This design comes from an exercise in tuning for small area, a short achievable clock period and few clock cycles per item on the open sky130 flow, not from production work.
Only simulation tests tie the RTL to the original design; equivalence was not proved.

==> 12-09 <==
## compass_calibrate_and_heading
module compass_calibrate_and_heading
#(
    parameter int SAMPLE_BITS  = cah_pkg::DEF_SAMPLE_BITS,
    parameter int CORDIC_STEPS = cah_pkg::DEF_CORDIC_STEPS
) (
    input  logic                                i_clk,
    input  logic                                i_rst_n,
    input  logic                                i_cfg_wen,
    input  logic                                i_cfg_idx,
    input  logic [cah_pkg::CFG_W-1:0]           i_cfg_wdata,
    input  logic                                s_axis_tvalid,
    output logic                                s_axis_tready,
    input  logic [((2*SAMPLE_BITS+7)/8)*8-1:0]  s_axis_tdata,
    input  logic [1:0]                          s_axis_tuser,
    output logic                                m_axis_tvalid,
    input  logic                                m_axis_tready,
    output logic [cah_pkg::HEAD_PAD-1:0]        m_axis_tdata
);
export LEC_CHECK = 0
export CAP_MARGIN = 20
export CORE_MARGIN = 2
export CORE_UTILIZATION = 40
export SLEW_MARGIN = 20
create_clock -name core_clock -period 12.0 [get_ports {i_clk}]
standard.sh (not shown) runs the stock make flow with config.mk's settings and CLKGATE_MAP_FILE= SYNTH_SCRIPT=/design/flow/synth_recipe.tcl, a recipe that flattens the netlist after the stock synthesis.
==> flow/flow/run.sh <==
#!/bin/bash
set -euo pipefail
MARGIN=$(cat flow/margin.txt)
bash standard.sh SETUP_SLACK_MARGIN=$MARGIN finish > flow_make.log 2>&1
==> flow/flow/margin.txt <==
7.0
==> 05-05: changes against 12-09 <==
--- a/flow/design.v
+++ b/flow/design.v
@@ -194,19 +194,19 @@
     localparam int GW   = cah_pkg::GAIN_W;  
     localparam int PW   = 45;               
     localparam int ZW   = 28;               
     localparam int HW   = cah_pkg::HEAD_W;  
     localparam int NST  = 8;                
     localparam int QD   = 12;               
     localparam int CAP  = QD + 1;           
     localparam int CW   = 5;                
-    localparam logic [ZW-1:0] Z0_POS  = 28'd2048;
-    localparam logic [ZW-1:0] Z0_NEG  = 28'd47187968;
-    localparam logic [ZW-1:0] Z0_ZERO = 28'd242254243;    
+    localparam logic [ZW-1:0] Z0_POS  = 28'd242254243;    
+    localparam logic [ZW-1:0] Z0_NEG  = 28'd21004707;     
+    localparam logic [ZW-1:0] Z0_ZERO = 28'd216070982;    
     localparam logic [16*ZW-1:0] T_ALL = {
         28'd458,     28'd917,     28'd1833,    28'd3667,
         28'd7334,    28'd14668,   28'd29335,   28'd58671,
         28'd117339,  28'd234664,  28'd469214,  28'd937515,
         28'd1867780, 28'd3679517, 28'd6963869, 28'd11796480
     };
     logic signed [cah_pkg::CFG_W-1:0] r_decl, r_off;
     always_ff @(posedge i_clk) begin
@@ -226,99 +226,109 @@
     logic                       r_calib;
     logic signed [S-1:0]        r_min [2];
     logic signed [S-1:0]        r_max [2];
     logic signed [S-1:0]        r_center [2];
     logic [GW-1:0]              r_gain [2];    
     logic                       r_div;         
     logic [4:0]                 r_dcnt;
     logic                       r_first;       
-    logic [S:0]                 r_rem [2];     
+    logic [S-1:0]               r_rem [2];     
+    logic                       r_sat [2];     
     logic [CW-1:0]              r_cnt;         
     logic                       r_dv, r_dvy;   
     logic [26:0]                r_bc, r_by;    
     logic [GW-1:0]              r_gc;          
     logic                       r_dneg, r_dzero;
     logic w_accept, w_hin, w_hmove, w_finish, w_free, w_dstart, w_dlast, w_pop;
     logic signed [S-1:0] w_s [2];
     assign s_axis_tready = r_rdy;
     assign w_accept  = s_axis_tvalid && r_rdy;
     assign w_hin     = r_iv && (r_ik == cah_pkg::KIND_SAMPLE) && !r_calib;
     assign w_hmove   = w_hin && !r_ph;
     assign w_finish  = r_iv && (r_ik == cah_pkg::KIND_FINISH);
     assign w_dstart  = w_finish && !r_div && !r_dv && !r_dvy;
     assign w_dlast   = r_div && !r_first && (r_dcnt == 5'd26);
     assign w_free    = !r_iv || (w_finish ? w_dlast : (!w_hin || !r_ph));
-    logic [S:0] w_sa [2], w_sb [2];
-    logic       w_bsub, r_bws;
+    logic [S:0] w_sa [2], w_sb [2], w_sv [2];
+    logic       w_lt [2], w_gt [2];
+    logic       w_bsub;
     assign w_bsub = !r_first;
     for (genvar a = 0; a < 2; a++) begin : g_ax
         logic [S:0] sx, cx, mnx, mxx, rsh, aa, ab, bb;
         assign w_s[a] = r_is[a];
         assign sx  = {w_s[a][S-1], w_s[a]};
         assign cx  = {r_center[a][S-1], r_center[a]};
         assign mnx = {r_min[a][S-1], r_min[a]};
         assign mxx = {r_max[a][S-1], r_max[a]};
-        assign rsh = {r_rem[a][S-1:0], r_gain[a][GW-1]};
-        assign aa  = r_div ? rsh : sx;
-        assign ab  = r_div ? {1'b0, r_is[a]} : (r_calib ? mnx : cx);
+        assign rsh = {r_rem[a], r_gain[a][GW-1]};
         cah_add #(.W(S+1)) u_a (
-            .i_a (aa), .i_b (~ab), .i_ci (1'b1), .o_s (w_sa[a]), .o_co ()
+            .i_a (sx), .i_b (~cx), .i_ci (1'b1), .o_s (w_sa[a]), .o_co ()
+        );
+        cah_add #(.W(S+1)) u_dv (
+            .i_a (rsh), .i_b (~{1'b0, r_is[a]}), .i_ci (1'b1), .o_s (w_sv[a]), .o_co ()
         );
-        assign bb  = r_bws ? sx : mnx;
         cah_add #(.W(S+1)) u_b (
-            .i_a (mxx), .i_b (bb ^ {(S+1){w_bsub}}), .i_ci (w_bsub),
+            .i_a (mxx), .i_b (mnx ^ {(S+1){w_bsub}}), .i_ci (w_bsub),
             .o_s (w_sb[a]), .o_co ()
         );
+        logic [S:0] lt_s, gt_s;
+        cah_add #(.W(S+1)) u_lt (
+            .i_a (sx), .i_b (~mnx), .i_ci (1'b1), .o_s (lt_s), .o_co ()
+        );
+        cah_add #(.W(S+1)) u_gt (
+            .i_a (mxx), .i_b (~sx), .i_ci (1'b1), .o_s (gt_s), .o_co ()
+        );
+        assign w_lt[a] = lt_s[S];
+        assign w_gt[a] = gt_s[S];
     end
-    logic [CW-1:0] n_cnt;
-    logic          n_iv, n_calib, n_hacc, n_busy;
-    logic [1:0]    n_ik;
+    logic [CW-1:0] n_cnt, c_cnt;
+    logic          n_iv, c_iv, n_calib, keep, dend, n_rdy;
     always_comb begin
         n_cnt   = r_cnt + CW'(w_hmove) - CW'(w_pop);
-        n_iv    = w_accept || (r_iv && !w_free);
-        n_ik    = w_accept ? s_axis_tuser : r_ik;
+        keep    = r_iv && !w_free;
+        n_iv    = w_accept || keep;
+        c_cnt   = r_cnt + CW'(w_hmove);
+        c_iv    = r_rdy || keep;
         n_calib = r_calib;
         if (r_iv && !r_div && r_ik == cah_pkg::KIND_START) n_calib = 1'b1;
         if (w_dstart) n_calib = 1'b0;
-        n_hacc  = w_accept && (s_axis_tuser == cah_pkg::KIND_SAMPLE) && !n_calib;
-        n_busy  = n_iv && ((n_ik == cah_pkg::KIND_FINISH) ? !(r_div && !r_first && r_dcnt == 5'd25)
-                                                          : ((n_ik == cah_pkg::KIND_SAMPLE) &&
-                                                             !n_calib && !r_ph));
+        dend    = r_div && !r_first && (r_dcnt == 5'd25);
+        n_rdy   = (32'(c_cnt) + 32'(c_iv) + 1 <= CAP);
+        if (keep && ((r_ik == cah_pkg::KIND_FINISH) ? !dend : !r_ph)) n_rdy = 1'b0;
+        if (r_rdy && (s_axis_tuser == cah_pkg::KIND_SAMPLE) && !n_calib) n_rdy = 1'b0;
+        if (r_rdy && (s_axis_tuser == cah_pkg::KIND_FINISH)) n_rdy = 1'b0;
     end
     always_ff @(posedge i_clk) begin
         if (!i_rst_n) begin
             r_ph   <= 1'b0;
             r_rdy  <= 1'b1;
-            r_bws  <= 1'b1;
             r_iv   <= 1'b0;
             r_div  <= 1'b0;
             r_cnt  <= '0;
         end else begin
             r_ph   <= !r_ph;
             r_iv   <= n_iv;
             r_div  <= (r_div && !w_dlast) || w_dstart;
             r_cnt  <= n_cnt;
-            r_rdy  <= !n_hacc && !n_busy && (32'(n_cnt) + 32'(n_iv) + 1 <= CAP);
-            r_bws  <= !((r_div && !w_dlast) || w_dstart) &&
-                      !(n_iv && n_ik == cah_pkg::KIND_FINISH);
+            r_rdy  <= n_rdy;
         end
     end
     always_ff @(posedge i_clk) begin
         if (r_rdy) begin
             r_ik <= s_axis_tuser;
             for (int a = 0; a < 2; a++) r_is[a] <= s_axis_tdata[a*S +: S];
         end
         if (w_dstart) begin
             for (int a = 0; a < 2; a++) r_is[a] <= w_sb[a][S-1:0];
         end
     end
     logic w_big;
-    assign w_big = !r_rem[0][S] && (r_is[0][S-1:11] != '0) &&
-                   !r_rem[1][S] && (r_is[1][S-1:11] != '0);
+    assign w_big = !r_sat[0] && (r_is[0][S-1:11] != '0) &&
+                   !r_sat[1] && (r_is[1][S-1:11] != '0);
     always_ff @(posedge i_clk) begin
         if (!i_rst_n) begin
             r_calib <= 1'b0;
             for (int a = 0; a < 2; a++) begin
                 r_min[a]    <= '0;
                 r_max[a]    <= '0;
                 r_center[a] <= '0;
                 r_gain[a]   <= cah_pkg::GAIN_RESET;
@@ -333,67 +343,69 @@
                         for (int a = 0; a < 2; a++) begin
                             r_min[a] <= w_s[a];
                             r_max[a] <= w_s[a];
                         end
                     end
                     cah_pkg::KIND_SAMPLE: begin
                         if (r_calib) begin
                             for (int a = 0; a < 2; a++) begin
-                                if (w_sa[a][S]) r_min[a] <= w_s[a];
-                                if (w_sb[a][S]) r_max[a] <= w_s[a];
+                                if (w_lt[a]) r_min[a] <= w_s[a];
+                                if (w_gt[a]) r_max[a] <= w_s[a];
                             end
                         end
                     end
                     default: ;
                 endcase
             end
             for (int a = 0; a < 2; a++) begin
                 if (w_dstart) begin
-                    r_rem[a][S] <= w_sb[a][S] || (w_sb[a] == '0);
+                    r_sat[a] <= w_sb[a][S];
                 end else if (r_first) begin
+                    r_sat[a] <= r_sat[a] || (r_is[a] == '0);
                     r_gain[a] <= w_big ? {1'b0, r_is[a][S-1:1], 11'd0}
                                        : {1'b1, 10'd0, 1'b0, r_is[a][S-1:1]};
-                    r_rem[a][S-1:0] <= w_big ? 16'd1024 : 16'd0;
                 end else if (r_div) begin
-                    if (!w_sa[a][S]) r_rem[a][S-1:0] <= w_sa[a][S-1:0];
-                    else             r_rem[a][S-1:0] <= rsh_of(a);
-                    if (w_dlast && r_rem[a][S])
+                    if (w_dlast && r_sat[a])
                         r_gain[a] <= cah_pkg::GAIN_MAX;
                     else
-                        r_gain[a] <= {r_gain[a][GW-2:0], !w_sa[a][S]};
+                        r_gain[a] <= {r_gain[a][GW-2:0], !w_sv[a][S]};
                 end
                 if (r_first) r_center[a] <= w_sb[a][S:1];
             end
         end
     end
     always_ff @(posedge i_clk) begin
+        for (int a = 0; a < 2; a++) begin
+            if (r_first)         r_rem[a] <= w_big ? 16'd1024 : 16'd0;
+            else if (!w_sv[a][S]) r_rem[a] <= w_sv[a][S-1:0];
+            else                 r_rem[a] <= rsh_of(a);
+        end
+    end
+    always_ff @(posedge i_clk) begin
         if (r_first) r_dcnt <= w_big ? 5'd11 : 5'd0;
         else          r_dcnt <= r_dcnt + 1'b1;
     end
     function automatic logic [S-1:0] rsh_of(input int a);
         rsh_of = {r_rem[a][S-2:0], r_gain[a][GW-1]};
     endfunction
     always_ff @(posedge i_clk) begin
         if (!i_rst_n) begin
             r_dv  <= 1'b0;
             r_dvy <= 1'b0;
         end else begin
             r_dv  <= w_hmove;
             r_dvy <= r_dv;
         end
+        r_bc <= w_hmove ? booth_rec(w_sa[0], w_sa[0][S]) : r_by;
+        r_by <= booth_rec(w_sa[1], w_sa[0][S]);
+        r_gc <= w_hmove ? r_gain[0] : r_gain[1];
         if (w_hmove) begin
-            r_bc    <= booth_rec(w_sa[0], w_sa[0][S]);
-            r_by    <= booth_rec(w_sa[1], w_sa[0][S]);
-            r_gc    <= r_gain[0];
             r_dneg  <= w_sa[0][S];
-            r_dzero <= (w_sa[0] == '0) && (w_sa[1] == '0);
-        end else if (r_dv) begin
-            r_bc    <= r_by;
-            r_gc    <= r_gain[1];
+            r_dzero <= (r_is[0] == r_center[0]) && (r_is[1] == r_center[1]);
         end
     end
     function automatic logic [26:0] booth_rec(input logic [S:0] dv, input logic neg);
         logic [17:0] d;
         logic [2:0]  bd;
         d = {dv[S], dv};
         for (int j = 0; j < 9; j++) begin
             bd = {d[2*j+1], d[2*j], (j == 0) ? 1'b0 : d[2*j-1]};
@@ -437,17 +449,17 @@
             r_mzero <= r_dzero;
         end
     end
     logic [PW-1:0] w_p, r_px;
     cah_add #(.W(PW)) u_p (
         .i_a (r_ms), .i_b (r_mc), .i_ci (1'b0), .o_s (w_p), .o_co ()
     );
     always_ff @(posedge i_clk) begin
-        if (r_mvx) r_px <= w_p;
+        r_px <= w_p;
     end
     logic [PW-1:0] r_cx [NST+1];
     logic [PW-1:0] r_cy [NST+1];
     logic [ZW-1:0] r_cz [NST+1];
     logic          r_cv [NST+1];
     logic          r_cl [NST+1];    
     always_ff @(posedge i_clk) begin
         if (r_mvy) begin
@@ -467,19 +479,19 @@
     for (genvar k = 0; k < NST; k++) begin : g_c
         logic          dn, l2;
         logic [PW-1:0] xs, ys, xn, yn;
         logic [ZW-1:0] t, zn;
         assign dn = r_cy[k][PW-1];
         assign l2 = r_cl[k];
         assign ys = l2 ? PW'($signed(r_cy[k]) >>> (k + NST)) : PW'($signed(r_cy[k]) >>> k);
         assign xs = l2 ? (r_cx[k] >> (k + NST)) : (r_cx[k] >> k);
-        assign t  = l2 ? T_ALL[(k+NST)*ZW +: ZW] : T_ALL[k*ZW +: ZW];
+        assign t  = l2 ? {T_ALL[(k+NST)*ZW +: ZW-1], 1'b0} : {T_ALL[k*ZW +: ZW-1], 1'b0};
         cah_add #(.W(ZW)) u_z (
-            .i_a (r_cz[k]), .i_b (t ^ {ZW{dn}}), .i_ci (dn), .o_s (zn), .o_co ()
+            .i_a (r_cz[k]), .i_b (t & {ZW{!dn}}), .i_ci (1'b0), .o_s (zn), .o_co ()
         );
         cah_add #(.W(PW)) u_x (
             .i_a (r_cx[k]), .i_b (ys ^ {PW{dn}}), .i_ci (dn), .o_s (xn), .o_co ()
         );
         cah_add #(.W(PW)) u_y (
             .i_a (r_cy[k]), .i_b (xs ^ {PW{!dn}}), .i_ci (!dn), .o_s (yn), .o_co ()
         );
         always_ff @(posedge i_clk) begin
==> flow/flow/margin.txt (replaced) <==
8.0
- CORE_UTILIZATION: 40 -> 60
- CTS_CLUSTER_DIAMETER: default -> 100
- CTS_CLUSTER_SIZE: default -> 20
==> 11-06: changes against 12-09 <==
--- a/flow/design.v
+++ b/flow/design.v
@@ -243,68 +243,76 @@
     assign w_accept  = s_axis_tvalid && r_rdy;
     assign w_hin     = r_iv && (r_ik == cah_pkg::KIND_SAMPLE) && !r_calib;
     assign w_hmove   = w_hin && !r_ph;
     assign w_finish  = r_iv && (r_ik == cah_pkg::KIND_FINISH);
     assign w_dstart  = w_finish && !r_div && !r_dv && !r_dvy;
     assign w_dlast   = r_div && !r_first && (r_dcnt == 5'd26);
     assign w_free    = !r_iv || (w_finish ? w_dlast : (!w_hin || !r_ph));
     logic [S:0] w_sa [2], w_sb [2];
-    logic       w_bsub, r_bws;
+    logic       w_lt [2], w_gt [2];
+    logic       w_bsub;
     assign w_bsub = !r_first;
     for (genvar a = 0; a < 2; a++) begin : g_ax
         logic [S:0] sx, cx, mnx, mxx, rsh, aa, ab, bb;
         assign w_s[a] = r_is[a];
         assign sx  = {w_s[a][S-1], w_s[a]};
         assign cx  = {r_center[a][S-1], r_center[a]};
         assign mnx = {r_min[a][S-1], r_min[a]};
         assign mxx = {r_max[a][S-1], r_max[a]};
         assign rsh = {r_rem[a][S-1:0], r_gain[a][GW-1]};
         assign aa  = r_div ? rsh : sx;
-        assign ab  = r_div ? {1'b0, r_is[a]} : (r_calib ? mnx : cx);
+        assign ab  = r_div ? {1'b0, r_is[a]} : cx;
         cah_add #(.W(S+1)) u_a (
             .i_a (aa), .i_b (~ab), .i_ci (1'b1), .o_s (w_sa[a]), .o_co ()
         );
-        assign bb  = r_bws ? sx : mnx;
         cah_add #(.W(S+1)) u_b (
-            .i_a (mxx), .i_b (bb ^ {(S+1){w_bsub}}), .i_ci (w_bsub),
+            .i_a (mxx), .i_b (mnx ^ {(S+1){w_bsub}}), .i_ci (w_bsub),
             .o_s (w_sb[a]), .o_co ()
         );
+        logic [S:0] lt_s, gt_s;
+        cah_add #(.W(S+1)) u_lt (
+            .i_a (sx), .i_b (~mnx), .i_ci (1'b1), .o_s (lt_s), .o_co ()
+        );
+        cah_add #(.W(S+1)) u_gt (
+            .i_a (mxx), .i_b (~sx), .i_ci (1'b1), .o_s (gt_s), .o_co ()
+        );
+        assign w_lt[a] = lt_s[S];
+        assign w_gt[a] = gt_s[S];
     end
-    logic [CW-1:0] n_cnt;
-    logic          n_iv, n_calib, n_hacc, n_busy;
-    logic [1:0]    n_ik;
+    logic [CW-1:0] n_cnt, c_cnt;
+    logic          n_iv, c_iv, n_calib, keep, dend, n_rdy;
     always_comb begin
         n_cnt   = r_cnt + CW'(w_hmove) - CW'(w_pop);
-        n_iv    = w_accept || (r_iv && !w_free);
-        n_ik    = w_accept ? s_axis_tuser : r_ik;
+        keep    = r_iv && !w_free;
+        n_iv    = w_accept || keep;
+        c_cnt   = r_cnt + CW'(w_hmove);
+        c_iv    = r_rdy || keep;
         n_calib = r_calib;
         if (r_iv && !r_div && r_ik == cah_pkg::KIND_START) n_calib = 1'b1;
         if (w_dstart) n_calib = 1'b0;
-        n_hacc  = w_accept && (s_axis_tuser == cah_pkg::KIND_SAMPLE) && !n_calib;
-        n_busy  = n_iv && ((n_ik == cah_pkg::KIND_FINISH) ? !(r_div && !r_first && r_dcnt == 5'd25)
-                                                          : ((n_ik == cah_pkg::KIND_SAMPLE) &&
-                                                             !n_calib && !r_ph));
+        dend    = r_div && !r_first && (r_dcnt == 5'd25);
+        n_rdy   = (32'(c_cnt) + 32'(c_iv) + 1 <= CAP);
+        if (keep && ((r_ik == cah_pkg::KIND_FINISH) ? !dend : !r_ph)) n_rdy = 1'b0;
+        if (r_rdy && (s_axis_tuser == cah_pkg::KIND_SAMPLE) && !n_calib) n_rdy = 1'b0;
+        if (r_rdy && (s_axis_tuser == cah_pkg::KIND_FINISH)) n_rdy = 1'b0;
     end
     always_ff @(posedge i_clk) begin
         if (!i_rst_n) begin
             r_ph   <= 1'b0;
             r_rdy  <= 1'b1;
-            r_bws  <= 1'b1;
             r_iv   <= 1'b0;
             r_div  <= 1'b0;
             r_cnt  <= '0;
         end else begin
             r_ph   <= !r_ph;
             r_iv   <= n_iv;
             r_div  <= (r_div && !w_dlast) || w_dstart;
             r_cnt  <= n_cnt;
-            r_rdy  <= !n_hacc && !n_busy && (32'(n_cnt) + 32'(n_iv) + 1 <= CAP);
-            r_bws  <= !((r_div && !w_dlast) || w_dstart) &&
-                      !(n_iv && n_ik == cah_pkg::KIND_FINISH);
+            r_rdy  <= n_rdy;
         end
     end
     always_ff @(posedge i_clk) begin
         if (r_rdy) begin
             r_ik <= s_axis_tuser;
             for (int a = 0; a < 2; a++) r_is[a] <= s_axis_tdata[a*S +: S];
         end
         if (w_dstart) begin
@@ -333,28 +341,29 @@
                         for (int a = 0; a < 2; a++) begin
                             r_min[a] <= w_s[a];
                             r_max[a] <= w_s[a];
                         end
                     end
                     cah_pkg::KIND_SAMPLE: begin
                         if (r_calib) begin
                             for (int a = 0; a < 2; a++) begin
-                                if (w_sa[a][S]) r_min[a] <= w_s[a];
-                                if (w_sb[a][S]) r_max[a] <= w_s[a];
+                                if (w_lt[a]) r_min[a] <= w_s[a];
+                                if (w_gt[a]) r_max[a] <= w_s[a];
                             end
                         end
                     end
                     default: ;
                 endcase
             end
             for (int a = 0; a < 2; a++) begin
                 if (w_dstart) begin
-                    r_rem[a][S] <= w_sb[a][S] || (w_sb[a] == '0);
+                    r_rem[a][S] <= w_sb[a][S];
                 end else if (r_first) begin
+                    r_rem[a][S] <= r_rem[a][S] || (r_is[a] == '0);
                     r_gain[a] <= w_big ? {1'b0, r_is[a][S-1:1], 11'd0}
                                        : {1'b1, 10'd0, 1'b0, r_is[a][S-1:1]};
                     r_rem[a][S-1:0] <= w_big ? 16'd1024 : 16'd0;
                 end else if (r_div) begin
                     if (!w_sa[a][S]) r_rem[a][S-1:0] <= w_sa[a][S-1:0];
                     else             r_rem[a][S-1:0] <= rsh_of(a);
                     if (w_dlast && r_rem[a][S])
                         r_gain[a] <= cah_pkg::GAIN_MAX;
==> flow/flow/margin.txt (replaced) <==
8.0
==> comparison table <==
Fillers: 05-05 14800; 12-09 27800; 11-06 26600
Required time worst endpoint: 05-05 12.75 ns; 12-09 12.74 ns; 11-06 12.63 ns
Global placer's final weighted congestion: 05-05 0.945; 12-09 0.915; 11-06 0.936
Worst relative slew slack: 05-05 29.2%; 12-09 26.8%; 11-06 25.7%
Worst reg2reg path endpoint: 05-05 r_cy[6][43]; 12-09 r_cy[8][38]; 11-06 r_rem[0][2]
Post-detailed-placement cell area: 05-05 117000 um2; 12-09 124000 um2; 11-06 125000 um2
Post-layout nets: 05-05 13200; 12-09 13400; 11-06 14100
Antenna violations before repair: 05-05 14; 12-09 16; 11-06 10
Core Util, Final: 05-05 67.9%; 12-09 44.4%; 11-06 48.4%
Worst reg2reg startpoint: 05-05 r_cl[5]; 12-09 r_cy[7][44]; 11-06 r_div
Post-Route Hold Slack: 05-05 0.333 ns; 12-09 0.435 ns; 11-06 0.364 ns
Clk pin slew, worst setup/hold paths: 05-05 0.09 ns; 12-09 0.07 ns; 11-06 0.07 ns
Status: 05-05 timing/DRC/antenna clean; 12-09 timing/DRC/antenna clean; 11-06 timing/DRC/antenna clean
Testbench counts of 12-09, summed over its fixed seeds: cycles 5,692, items 2,400.
Testbench counts of 05-05, summed over its fixed seeds: cycles 5,692, items 2,400.
Testbench counts of 11-06, summed over its fixed seeds: cycles 5,692, items 2,400.

static timing again, ports no longer ideal:
The flow's constraints put no driver on any port. The routed layouts listed below were extracted and timed again, unchanged, in two steps.
Step 1, drivers: a clkbuf_16 drives i_clk and a buf_2 each remaining input, both assumed.
Step 2, shift: input delay + t, output delay - t, t = (earliest + latest rising clock arrival at the registers) / 2. This alone moves slack from input paths to output paths.
a / b / c = no drivers / after step 1 / after step 2; a / b = the first two.
| run | t, ns | setup slack, ns | hold WS [ns] | worst register clock-pin slew, ns |
|---|---|---|---|---|
| 12-09 | 0.986 | 7.153 / 7.153 / 6.625 | 0.435 / 0.435 / 0.435 | 0.07 / 0.07 |
| 05-05 | 0.892 | 7.872 / 7.872 / 7.399 | 0.333 / 0.333 / 0.333 | 0.10 / 0.10 |
| 11-06 | 0.981 | 7.770 / 7.770 / 7.344 | 0.364 / 0.364 / 0.364 | 0.08 / 0.08 |
After both steps setup and hold are still met in every run listed. For 12-09, which loses most, drivers alone change the setup slack by 0.000 ns; drivers and shift together by -0.528 ns.
